This design comes from an exercise in tuning for small area, a short achievable clock period and few clock cycles per item on the open sky130 flow, not from production work.
Where RTL was checked, it was by simulation tests only, not by an equivalence proof against the original.
Power figures rest on the tool's default switching activity, not on a simulated workload.

==> inputs of juniper <==
Design tophat_subtract, start of the top module:
module tophat_subtract #(
    parameter int DATA_WIDTH = 16,
    parameter int LAG        = 35,
    parameter int DEPTH      = 128,
    localparam int PTR_W     = (DEPTH > 1) ? $clog2(DEPTH) : 1,
    localparam int CNT_W     = $clog2(DEPTH + 1),
    localparam int DROP_W    = $clog2(LAG + 2)
) (
    input  logic                  clk,
    input  logic                  areset,
    input  logic [DATA_WIDTH-1:0] axis_raw_tdata,
    input  logic                  axis_raw_tvalid,
    output logic                  axis_raw_tready,
    input  logic [DATA_WIDTH-1:0] axis_base_tdata,
    input  logic                  axis_base_tvalid,
    output logic                  axis_base_tready,
    output logic [DATA_WIDTH-1:0] axis_out_tdata,
    output logic                  axis_out_tvalid,
    input  logic                  axis_out_tready,
    output logic                  sat_flag
);
==> flow/config.mk <==
export PLATFORM = sky130hd
export DESIGN_NAME = tophat_subtract
export DESIGN_NICKNAME = tophat_subtract
export VERILOG_FILES = /design/flow/design.v
export SDC_FILE = /design/flow/constraint.sdc
export NUM_CORES = 4
export LEC_CHECK = 0
export CAP_MARGIN = 20
export CORE_MARGIN = 2
export CORE_UTILIZATION = 50
export CTS_CLUSTER_DIAMETER = 80
export CTS_CLUSTER_SIZE = 24
export SETUP_SLACK_MARGIN = 2.5
export SLEW_MARGIN = 20
export TNS_END_PERCENT = 5
==> flow/constraint.sdc <==
create_clock -name core_clock -period 5.0 [get_ports {clk}]
set_input_delay 1.0000 -clock core_clock [delete_from_list [all_inputs] [get_ports {clk}]]
set_output_delay 1.0000 -clock core_clock [all_outputs]
set_load 0.01 [all_outputs]
run.sh (not shown) runs the stock make flow with config.mk's settings and CLKGATE_MAP_FILE= SYNTH_SCRIPT=/design/flow/synth_recipe.tcl, a recipe that flattens the netlist after the stock synthesis.
==> harbor (differences from juniper) <==
--- a/flow/design.v
+++ b/flow/design.v
@@ -21,16 +21,18 @@
 );
     localparam int                NB       = DEPTH / 2;       
     localparam int                NGRP     = NB / 2;          
     localparam int                NLO      = 8;               
     localparam int                NHI      = DEPTH / NLO;
     localparam logic [PTR_W-1:0]  HOLD_MAX = PTR_W'(DEPTH - 1);
     localparam logic [DROP_W-1:0] LAG_C    = DROP_W'(LAG);
     logic [DATA_WIDTH-1:0] mem [DEPTH];
+    logic [DATA_WIDTH-1:0] w_data;
+    logic                  w_v;
     logic [NLO-1:0]        wr_lo;
     logic [NHI-1:0]        wr_hi;
     logic [NGRP-1:0]       rd_lo [2];
     logic                  rd_hi [2];
     logic                  rd_bank;        
     logic [DATA_WIDTH-1:0] rd_part [2][2];
     logic [PTR_W-1:0]      held;           
     logic [DROP_W-1:0]     drop_cnt;
@@ -78,27 +80,33 @@
             2'b01:   held_n = held_dec;
             default: held_n = held;
         endcase
         case ({raw_hs, pair})
             2'b10:   raw_rdy_n = held != HOLD_MAX - 1'b1;
             2'b01:   raw_rdy_n = 1'b1;
             default: raw_rdy_n = held != HOLD_MAX;
         endcase
-        old_n  = pair ? (held > PTR_W'(1)) : (held != '0);
+        case ({pair, w_v})
+            2'b11:   old_n = held > PTR_W'(2);
+            2'b10,
+            2'b01:   old_n = held > PTR_W'(1);
+            default: old_n = held != '0;
+        endcase
         warm_n = warm && !(drop && drop_cnt == LAG_C - 1'b1);
         p1_v_n = pair || (p1_v && s_v);
         s_v_n  = !o_free && (s_v || d_v);
     end
     always_ff @(posedge clk) begin
         for (int j = 0; j < NHI; j++) begin
             for (int i = 0; i < NLO; i++) begin
-                if (raw_hs && wr_hi[j] && wr_lo[i]) mem[j * NLO + i] <= axis_raw_tdata;
+                if (w_v && wr_hi[j] && wr_lo[i]) mem[j * NLO + i] <= w_data;
             end
         end
+        w_data <= axis_raw_tdata;
         for (int b = 0; b < 2; b++) begin
             for (int h = 0; h < 2; h++) begin
                 logic [DATA_WIDTH-1:0] acc;
                 acc = '0;
                 for (int i = 0; i < NGRP; i++) begin
                     acc = acc | ({DATA_WIDTH{rd_lo[b][i]}} & mem[2 * (h * NGRP + i) + b]);
                 end
                 rd_part[b][h] <= acc;
@@ -123,16 +131,17 @@
             end else if (d_v) begin
                 o_data <= res;
                 o_sat  <= sticky || d_ovf;
             end
         end
     end
     always_ff @(posedge clk or posedge areset) begin
         if (areset) begin
+            w_v      <= 1'b0;
             wr_lo    <= NLO'(1);
             wr_hi    <= NHI'(1);
             rd_lo[0] <= NGRP'(1);
             rd_lo[1] <= NGRP'(1);
             rd_hi[0] <= 1'b0;
             rd_hi[1] <= 1'b0;
             rd_bank  <= 1'b0;
             held     <= '0;
@@ -141,17 +150,18 @@
             raw_rdy  <= 1'b1;
             base_rdy <= 1'b1;
             p1_v     <= 1'b0;
             d_v      <= 1'b0;
             s_v      <= 1'b0;
             o_v      <= 1'b0;
             sticky   <= 1'b0;
         end else begin
-            if (raw_hs) begin
+            w_v <= raw_hs;
+            if (w_v) begin
                 wr_lo <= {wr_lo[NLO-2:0], wr_lo[NLO-1]};
                 if (wr_lo[NLO-1]) wr_hi <= {wr_hi[NHI-2:0], wr_hi[NHI-1]};
             end
             if (pair) begin
                 rd_bank <= !rd_bank;
                 for (int b = 0; b < 2; b++) begin
                     if (rd_bank == 1'(b)) begin
                         rd_lo[b] <= {rd_lo[b][NGRP-2:0], rd_lo[b][NGRP-1]};
==> flow/flow/run.sh (new file) <==
#!/bin/bash
set -euo pipefail
export MAKEFLAGS="MATCH_CELL_FOOTPRINT=0"
export BUFFER_PORTS_ARGS="-buffer_cell sky130_fd_sc_hd__buf_4"
bash standard.sh > make_finish.log 2>&1
==> flow/standard.sh (new file) <==
#!/bin/bash
# synth_recipe.tcl (not shown) runs the flow's synth.tcl, then flattens the netlist and writes it again
# the make line also repeats each setting of config.mk as NAME=value (left out here)
make -C /OpenROAD-flow-scripts/flow DESIGN_CONFIG=/design/flow/config.mk WORK_HOME=/design/flow/orfs CLKGATE_MAP_FILE= SYNTH_SCRIPT=/design/flow/synth_recipe.tcl "${@:-finish}"
--- a/flow/config.mk
+++ b/flow/config.mk
@@ -5,11 +5,11 @@
 export SDC_FILE = /design/flow/constraint.sdc
 export NUM_CORES = 4
 export LEC_CHECK = 0
 export CAP_MARGIN = 20
 export CORE_MARGIN = 2
 export CORE_UTILIZATION = 50
 export CTS_CLUSTER_DIAMETER = 80
 export CTS_CLUSTER_SIZE = 24
-export SETUP_SLACK_MARGIN = 2.5
+export SETUP_SLACK_MARGIN = 2.7
 export SLEW_MARGIN = 20
-export TNS_END_PERCENT = 5
+export TNS_END_PERCENT = 100
removed: flow/run.sh
==> maple (differences from juniper) <==
--- a/flow/design.v
+++ b/flow/design.v
@@ -21,26 +21,34 @@
 );
     localparam int                NB       = DEPTH / 2;       
     localparam int                NGRP     = NB / 2;          
     localparam int                NLO      = 8;               
     localparam int                NHI      = DEPTH / NLO;
     localparam logic [PTR_W-1:0]  HOLD_MAX = PTR_W'(DEPTH - 1);
     localparam logic [DROP_W-1:0] LAG_C    = DROP_W'(LAG);
     logic [DATA_WIDTH-1:0] mem [DEPTH];
+    logic [DATA_WIDTH-1:0] w_data;
+    logic                  w_v;
+    logic [NLO-1:0]        w_lo;
+    logic [NLO-1:0]        wr_lo_n;
+    logic [NHI-1:0]        wr_hi_n;
     logic [NLO-1:0]        wr_lo;
     logic [NHI-1:0]        wr_hi;
     logic [NGRP-1:0]       rd_lo [2];
     logic                  rd_hi [2];
     logic                  rd_bank;        
     logic [DATA_WIDTH-1:0] rd_part [2][2];
     logic [PTR_W-1:0]      held;           
     logic [DROP_W-1:0]     drop_cnt;
     logic                  warm;           
     logic                  raw_rdy, base_rdy;
+    logic                  raw_nrdy, base_nrdy;
+    assign raw_rdy  = !raw_nrdy;
+    assign base_rdy = !base_nrdy;
     logic                  p1_v;
     logic [DATA_WIDTH-1:0] p1_raw, p1_base;
     logic                  d_v, d_ovf;
     logic [DATA_WIDTH-1:0] d_diff;
     logic                  s_v, s_sat;
     logic [DATA_WIDTH-1:0] s_data;
     logic                  o_v, o_sat;
     logic [DATA_WIDTH-1:0] o_data;
@@ -60,16 +68,18 @@
     logic [DATA_WIDTH-1:0] diff;
     logic                  ovf;
     assign diff = p1_raw - p1_base;
     assign ovf  = (p1_raw[DATA_WIDTH-1] ^ p1_base[DATA_WIDTH-1]) &&
                   (p1_raw[DATA_WIDTH-1] ^ diff[DATA_WIDTH-1]);
     logic [DATA_WIDTH-1:0] res;
     assign res = d_ovf ? {d_diff[DATA_WIDTH-1] ? 1'b0 : 1'b1,
                           {(DATA_WIDTH-1){d_diff[DATA_WIDTH-1]}}} : d_diff;
+    assign wr_lo_n = w_v ? {wr_lo[NLO-2:0], wr_lo[NLO-1]} : wr_lo;
+    assign wr_hi_n = (w_v && wr_lo[NLO-1]) ? {wr_hi[NHI-2:0], wr_hi[NHI-1]} : wr_hi;
     logic o_free;
     assign o_free = !o_v || axis_out_tready;
     logic [PTR_W-1:0] held_inc, held_dec, held_n;
     logic             raw_rdy_n, old_n;
     logic             warm_n, p1_v_n, s_v_n;
     assign held_inc = held + 1'b1;
     assign held_dec = held - 1'b1;
     always_comb begin
@@ -78,27 +88,33 @@
             2'b01:   held_n = held_dec;
             default: held_n = held;
         endcase
         case ({raw_hs, pair})
             2'b10:   raw_rdy_n = held != HOLD_MAX - 1'b1;
             2'b01:   raw_rdy_n = 1'b1;
             default: raw_rdy_n = held != HOLD_MAX;
         endcase
-        old_n  = pair ? (held > PTR_W'(1)) : (held != '0);
+        case ({pair, w_v})
+            2'b11:   old_n = held > PTR_W'(2);
+            2'b10,
+            2'b01:   old_n = held > PTR_W'(1);
+            default: old_n = held != '0;
+        endcase
         warm_n = warm && !(drop && drop_cnt == LAG_C - 1'b1);
         p1_v_n = pair || (p1_v && s_v);
         s_v_n  = !o_free && (s_v || d_v);
     end
     always_ff @(posedge clk) begin
         for (int j = 0; j < NHI; j++) begin
             for (int i = 0; i < NLO; i++) begin
-                if (raw_hs && wr_hi[j] && wr_lo[i]) mem[j * NLO + i] <= axis_raw_tdata;
+                if (w_lo[i] && wr_hi[j]) mem[j * NLO + i] <= w_data;
             end
         end
+        w_data <= axis_raw_tdata;
         for (int b = 0; b < 2; b++) begin
             for (int h = 0; h < 2; h++) begin
                 logic [DATA_WIDTH-1:0] acc;
                 acc = '0;
                 for (int i = 0; i < NGRP; i++) begin
                     acc = acc | ({DATA_WIDTH{rd_lo[b][i]}} & mem[2 * (h * NGRP + i) + b]);
                 end
                 rd_part[b][h] <= acc;
@@ -123,52 +139,54 @@
             end else if (d_v) begin
                 o_data <= res;
                 o_sat  <= sticky || d_ovf;
             end
         end
     end
     always_ff @(posedge clk or posedge areset) begin
         if (areset) begin
+            w_v      <= 1'b0;
+            w_lo     <= '0;
             wr_lo    <= NLO'(1);
             wr_hi    <= NHI'(1);
             rd_lo[0] <= NGRP'(1);
             rd_lo[1] <= NGRP'(1);
             rd_hi[0] <= 1'b0;
             rd_hi[1] <= 1'b0;
             rd_bank  <= 1'b0;
             held     <= '0;
             drop_cnt <= '0;
             warm     <= 1'b1;
-            raw_rdy  <= 1'b1;
-            base_rdy <= 1'b1;
+            raw_nrdy  <= 1'b0;
+            base_nrdy <= 1'b0;
             p1_v     <= 1'b0;
             d_v      <= 1'b0;
             s_v      <= 1'b0;
             o_v      <= 1'b0;
             sticky   <= 1'b0;
         end else begin
-            if (raw_hs) begin
-                wr_lo <= {wr_lo[NLO-2:0], wr_lo[NLO-1]};
-                if (wr_lo[NLO-1]) wr_hi <= {wr_hi[NHI-2:0], wr_hi[NHI-1]};
-            end
+            w_v <= raw_hs;
+            wr_lo <= wr_lo_n;
+            wr_hi <= wr_hi_n;
+            w_lo  <= raw_hs ? wr_lo_n : '0;
             if (pair) begin
                 rd_bank <= !rd_bank;
                 for (int b = 0; b < 2; b++) begin
                     if (rd_bank == 1'(b)) begin
                         rd_lo[b] <= {rd_lo[b][NGRP-2:0], rd_lo[b][NGRP-1]};
                         if (rd_lo[b][NGRP-1]) rd_hi[b] <= !rd_hi[b];
                     end
                 end
             end
             if (drop)   drop_cnt <= drop_cnt + 1'b1;
             held     <= held_n;
             warm     <= warm_n;
-            raw_rdy  <= raw_rdy_n;
-            base_rdy <= warm_n || (old_n && (!s_v_n || !p1_v_n));
+            raw_nrdy  <= !raw_rdy_n;
+            base_nrdy <= !(warm_n || (old_n && (!s_v_n || !p1_v_n)));
             p1_v     <= p1_v_n;
             if (!s_v) d_v <= p1_v;
             s_v      <= s_v_n;
             o_v      <= !o_free || s_v || d_v;
             if (!s_v && d_v && d_ovf) sticky <= 1'b1;
         end
     end
 endmodule
==> flow/flow/run.sh (new file) <==
#!/bin/bash
set -euo pipefail
export MAKEFLAGS="MATCH_CELL_FOOTPRINT=0"
export BUFFER_PORTS_ARGS="-buffer_cell sky130_fd_sc_hd__buf_4"
bash standard.sh > make_finish.log 2>&1
==> flow/standard.sh (new file) <==
#!/bin/bash
# synth_recipe.tcl (not shown) runs the flow's synth.tcl, then flattens the netlist and writes it again
# the make line also repeats each setting of config.mk as NAME=value (left out here)
make -C /OpenROAD-flow-scripts/flow DESIGN_CONFIG=/design/flow/config.mk WORK_HOME=/design/flow/orfs CLKGATE_MAP_FILE= SYNTH_SCRIPT=/design/flow/synth_recipe.tcl "${@:-finish}"
--- a/flow/config.mk
+++ b/flow/config.mk
@@ -5,11 +5,11 @@
 export SDC_FILE = /design/flow/constraint.sdc
 export NUM_CORES = 4
 export LEC_CHECK = 0
 export CAP_MARGIN = 20
 export CORE_MARGIN = 2
 export CORE_UTILIZATION = 50
 export CTS_CLUSTER_DIAMETER = 80
 export CTS_CLUSTER_SIZE = 24
-export SETUP_SLACK_MARGIN = 2.5
+export SETUP_SLACK_MARGIN = 2.6
 export SLEW_MARGIN = 20
-export TNS_END_PERCENT = 5
+export TNS_END_PERCENT = 100
removed: flow/run.sh
==> lagoon (differences from juniper) <==
==> flow/design.v (replaced) <==
module tophat_subtract #(
    parameter int DATA_WIDTH = 16,
    parameter int LAG        = 35,
    parameter int DEPTH      = 128,
    localparam int PTR_W     = (DEPTH > 1) ? $clog2(DEPTH) : 1,
    localparam int CNT_W     = $clog2(DEPTH + 1),
    localparam int DROP_W    = $clog2(LAG + 2)
) (
    input  logic                  clk,
    input  logic                  areset,
    input  logic [DATA_WIDTH-1:0] axis_raw_tdata,
    input  logic                  axis_raw_tvalid,
    output logic                  axis_raw_tready,
    input  logic [DATA_WIDTH-1:0] axis_base_tdata,
    input  logic                  axis_base_tvalid,
    output logic                  axis_base_tready,
    output logic [DATA_WIDTH-1:0] axis_out_tdata,
    output logic                  axis_out_tvalid,
    input  logic                  axis_out_tready,
    output logic                  sat_flag
);
    localparam int                NB       = DEPTH / 2;       
    localparam int                NGRP     = NB / 2;          
    localparam int                NLO      = 8;               
    localparam int                NHI      = DEPTH / NLO;
    localparam logic [PTR_W-1:0]  HOLD_MAX = PTR_W'(DEPTH - 1);
    localparam logic [DROP_W-1:0] LAG_C    = DROP_W'(LAG);
    logic [DATA_WIDTH-1:0] mem [DEPTH];
    logic [DATA_WIDTH-1:0] w_data;
    logic                  w_v;
    logic [NLO-1:0]        w_lo;
    logic [NLO-1:0]        wr_lo_n;
    logic [NHI-1:0]        wr_hi_n;
    logic [NLO-1:0]        wr_lo;
    logic [NHI-1:0]        wr_hi;
    logic [NGRP-1:0]       rd_lo [2];
    logic                  rd_hi [2];
    logic                  rd_bank;        
    logic [DATA_WIDTH-1:0] rd_part [2][2];
    logic [PTR_W-1:0]      held;           
    logic [DROP_W-1:0]     drop_cnt;
    logic                  warm;           
    logic                  raw_rdy, base_rdy;
    logic                  raw_nrdy, base_nrdy;
    assign raw_rdy  = !raw_nrdy;
    assign base_rdy = !base_nrdy;
    logic                  d_v, d_ovf;
    logic [DATA_WIDTH-1:0] d_diff;
    logic                  s_v, s_sat;
    logic [DATA_WIDTH-1:0] s_data;
    logic                  o_v, o_sat;
    logic [DATA_WIDTH-1:0] o_data;
    logic                  sticky;
    assign axis_raw_tready  = raw_rdy;
    assign axis_base_tready = base_rdy;
    assign axis_out_tdata   = o_data;
    assign axis_out_tvalid  = o_v;
    assign sat_flag         = o_sat;
    logic raw_hs, base_hs, pair, drop;
    assign raw_hs  = axis_raw_tvalid && raw_rdy;
    assign base_hs = axis_base_tvalid && base_rdy;
    assign pair    = base_hs && !warm;
    assign drop    = base_hs && warm;
    logic [DATA_WIDTH-1:0] rd_data;
    assign rd_data = rd_hi[rd_bank] ? rd_part[rd_bank][1] : rd_part[rd_bank][0];
    logic [DATA_WIDTH-1:0] diff;
    logic                  ovf;
    assign diff = rd_data - axis_base_tdata;
    assign ovf  = (rd_data[DATA_WIDTH-1] ^ axis_base_tdata[DATA_WIDTH-1]) &&
                  (rd_data[DATA_WIDTH-1] ^ diff[DATA_WIDTH-1]);
    logic [DATA_WIDTH-1:0] res;
    assign res = d_ovf ? {d_diff[DATA_WIDTH-1] ? 1'b0 : 1'b1,
                          {(DATA_WIDTH-1){d_diff[DATA_WIDTH-1]}}} : d_diff;
    assign wr_lo_n = w_v ? {wr_lo[NLO-2:0], wr_lo[NLO-1]} : wr_lo;
    assign wr_hi_n = (w_v && wr_lo[NLO-1]) ? {wr_hi[NHI-2:0], wr_hi[NHI-1]} : wr_hi;
    logic o_free;
    assign o_free = !o_v || axis_out_tready;
    logic [PTR_W-1:0] held_inc, held_dec, held_n;
    logic             raw_rdy_n, old_n;
    logic             warm_n, d_v_n, s_v_n;
    assign held_inc = held + 1'b1;
    assign held_dec = held - 1'b1;
    always_comb begin
        case ({raw_hs, pair})
            2'b10:   held_n = held_inc;
            2'b01:   held_n = held_dec;
            default: held_n = held;
        endcase
        case ({raw_hs, pair})
            2'b10:   raw_rdy_n = held != HOLD_MAX - 1'b1;
            2'b01:   raw_rdy_n = 1'b1;
            default: raw_rdy_n = held != HOLD_MAX;
        endcase
        case ({pair, w_v})
            2'b11:   old_n = held > PTR_W'(2);
            2'b10,
            2'b01:   old_n = held > PTR_W'(1);
            default: old_n = held != '0;
        endcase
        warm_n = warm && !(drop && drop_cnt == LAG_C - 1'b1);
        d_v_n  = pair || (d_v && s_v);
        s_v_n  = !o_free && (s_v || d_v);
    end
    always_ff @(posedge clk) begin
        for (int j = 0; j < NHI; j++) begin
            for (int i = 0; i < NLO; i++) begin
                if (w_lo[i] && wr_hi[j]) mem[j * NLO + i] <= w_data;
            end
        end
        w_data <= axis_raw_tdata;
        for (int b = 0; b < 2; b++) begin
            for (int h = 0; h < 2; h++) begin
                logic [DATA_WIDTH-1:0] acc;
                acc = '0;
                for (int i = 0; i < NGRP; i++) begin
                    acc = acc | ({DATA_WIDTH{rd_lo[b][i]}} & mem[2 * (h * NGRP + i) + b]);
                end
                rd_part[b][h] <= acc;
            end
        end
        if (pair) begin
            d_diff <= diff;
            d_ovf  <= ovf;
        end
        if (!o_free && !s_v && d_v) begin
            s_data <= res;
            s_sat  <= sticky || d_ovf;
        end
        if (o_free) begin
            if (s_v) begin
                o_data <= s_data;
                o_sat  <= s_sat;
            end else if (d_v) begin
                o_data <= res;
                o_sat  <= sticky || d_ovf;
            end
        end
    end
    always_ff @(posedge clk or posedge areset) begin
        if (areset) begin
            w_v      <= 1'b0;
            w_lo     <= '0;
            wr_lo    <= NLO'(1);
            wr_hi    <= NHI'(1);
            rd_lo[0] <= NGRP'(1);
            rd_lo[1] <= NGRP'(1);
            rd_hi[0] <= 1'b0;
            rd_hi[1] <= 1'b0;
            rd_bank  <= 1'b0;
            held     <= '0;
            drop_cnt <= '0;
            warm     <= 1'b1;
            raw_nrdy  <= 1'b0;
            base_nrdy <= 1'b0;
            d_v      <= 1'b0;
            s_v      <= 1'b0;
            o_v      <= 1'b0;
            sticky   <= 1'b0;
        end else begin
            w_v <= raw_hs;
            wr_lo <= wr_lo_n;
            wr_hi <= wr_hi_n;
            w_lo  <= raw_hs ? wr_lo_n : '0;
            if (pair) begin
                rd_bank <= !rd_bank;
                for (int b = 0; b < 2; b++) begin
                    if (rd_bank == 1'(b)) begin
                        rd_lo[b] <= {rd_lo[b][NGRP-2:0], rd_lo[b][NGRP-1]};
                        if (rd_lo[b][NGRP-1]) rd_hi[b] <= !rd_hi[b];
                    end
                end
            end
            if (drop)   drop_cnt <= drop_cnt + 1'b1;
            held     <= held_n;
            warm     <= warm_n;
            raw_nrdy  <= !raw_rdy_n;
            base_nrdy <= !(warm_n || (old_n && (!s_v_n || !d_v_n)));
            d_v      <= d_v_n;
            s_v      <= s_v_n;
            o_v      <= !o_free || s_v || d_v;
            if (!s_v && d_v && d_ovf) sticky <= 1'b1;
        end
    end
endmodule
==> flow/flow/run.sh (new file) <==
#!/bin/bash
set -euo pipefail
export MAKEFLAGS="MATCH_CELL_FOOTPRINT=0"
export BUFFER_PORTS_ARGS="-buffer_cell sky130_fd_sc_hd__buf_4"
bash standard.sh > make_finish.log 2>&1
==> flow/standard.sh (new file) <==
#!/bin/bash
# synth_recipe.tcl (not shown) runs the flow's synth.tcl, then flattens the netlist and writes it again
# the make line also repeats each setting of config.mk as NAME=value (left out here)
make -C /OpenROAD-flow-scripts/flow DESIGN_CONFIG=/design/flow/config.mk WORK_HOME=/design/flow/orfs CLKGATE_MAP_FILE= SYNTH_SCRIPT=/design/flow/synth_recipe.tcl "${@:-finish}"
--- a/flow/config.mk
+++ b/flow/config.mk
@@ -5,11 +5,11 @@
 export SDC_FILE = /design/flow/constraint.sdc
 export NUM_CORES = 4
 export LEC_CHECK = 0
 export CAP_MARGIN = 20
 export CORE_MARGIN = 2
 export CORE_UTILIZATION = 50
 export CTS_CLUSTER_DIAMETER = 80
 export CTS_CLUSTER_SIZE = 24
-export SETUP_SLACK_MARGIN = 2.5
+export SETUP_SLACK_MARGIN = 2.7
 export SLEW_MARGIN = 20
-export TNS_END_PERCENT = 5
+export TNS_END_PERCENT = 100
removed: flow/run.sh
==> qor summary <==
Seq/Total Area, Yosys: harbor 0.820; lagoon 0.818; maple 0.817; juniper 0.815
Post-CTS Resized: harbor 68; lagoon 125; maple 11; juniper 34
Number of antenna violations at the first check in global routing: harbor 11; lagoon 19; maple 6; juniper 30
Status: harbor finished clean; lagoon finished clean; maple finished clean; juniper finished clean
Per-cell via count in the routed design: harbor 6.93; lagoon 6.86; maple 6.84; juniper 7.11
Final Instance Count excl. Fillers: harbor 6899; lagoon 6934; maple 6906; juniper 6814
Post-detailed-placement half-perimeter wirelength: harbor 149000 µm; lagoon 148000 µm; maple 144000 µm; juniper 185000 µm
Fraction of area in multi-input gates: harbor 0.152; lagoon 0.157; maple 0.154; juniper 0.156
Number of clock sinks seen by CTS: harbor 2324; lagoon 2299; maple 2332; juniper 2307
Floorplan Core Area: harbor 165000 µm²; lagoon 165000 µm²; maple 167000 µm²; juniper 167000 µm²
Share of the clock period used by the worst path after layout: harbor 0.489; lagoon 0.528; maple 0.493; juniper 0.562
Largest stage delay on the critical path: harbor 560 ps; lagoon 530 ps; maple 580 ps; juniper 870 ps
Switching share of power: harbor 0.223; lagoon 0.299; maple 0.277; juniper 0.226
Floorplan row count: harbor 149; lagoon 149; maple 150; juniper 150
Hold_sp: harbor -; lagoon axis_raw_tdata[7]; maple axis_raw_tdata[11]; juniper axis_raw_tdata[12]
Testbench counts of juniper, summed over its fixed seeds: cycles 2,704, items 2,400.
Testbench counts of harbor, summed over its fixed seeds: cycles 2,704, items 2,400.
Testbench counts of maple, summed over its fixed seeds: cycles 2,704, items 2,400.
No functional check of the RTL was part of lagoon.

-- static timing again, ports no longer ideal --
Ports are ideal in the flow. The routed layouts listed here were re-timed in OpenROAD. Step 1 sets driving cells, clkbuf_16 on the clock port and buf_2 on the other inputs (assumed; they add their load-dependent delay and slew). Step 2 also shifts input and output timing later by t, the mid clock arrival at the registers, as if the neighbouring blocks saw the same clock. a / b / c = ideal ports / drivers / drivers and shift; a / b = the first two.
| run | shift t [ns] | setup WS [ns] | hold WS [ns] | clock arrival spread, ns | worst register clock-pin slew, ns |
|---|---|---|---|---|---|
| juniper | 0.871 | 2.192 / 2.083 / 1.212 | 0.431 / 0.376 / 0.467 | 0.037 / 0.037 | 0.10 / 0.10 |
| harbor | 0.850 | 2.557 / 2.478 / 2.293 | 0.265 / 0.209 / 0.467 | 0.051 / 0.052 | 0.10 / 0.10 |
| maple | 0.855 | 2.536 / 2.461 / 2.289 | 0.310 / 0.257 / 0.478 | 0.040 / 0.041 | 0.11 / 0.11 |
| lagoon | 0.852 | 2.361 / 2.361 / 2.105 | 0.327 / 0.268 / 0.483 | 0.036 / 0.036 | 0.10 / 0.10 |
After both steps every run listed still meets setup and hold. For juniper, which loses most, drivers alone change the setup slack by -0.109 ns; drivers and shift together by -0.980 ns.
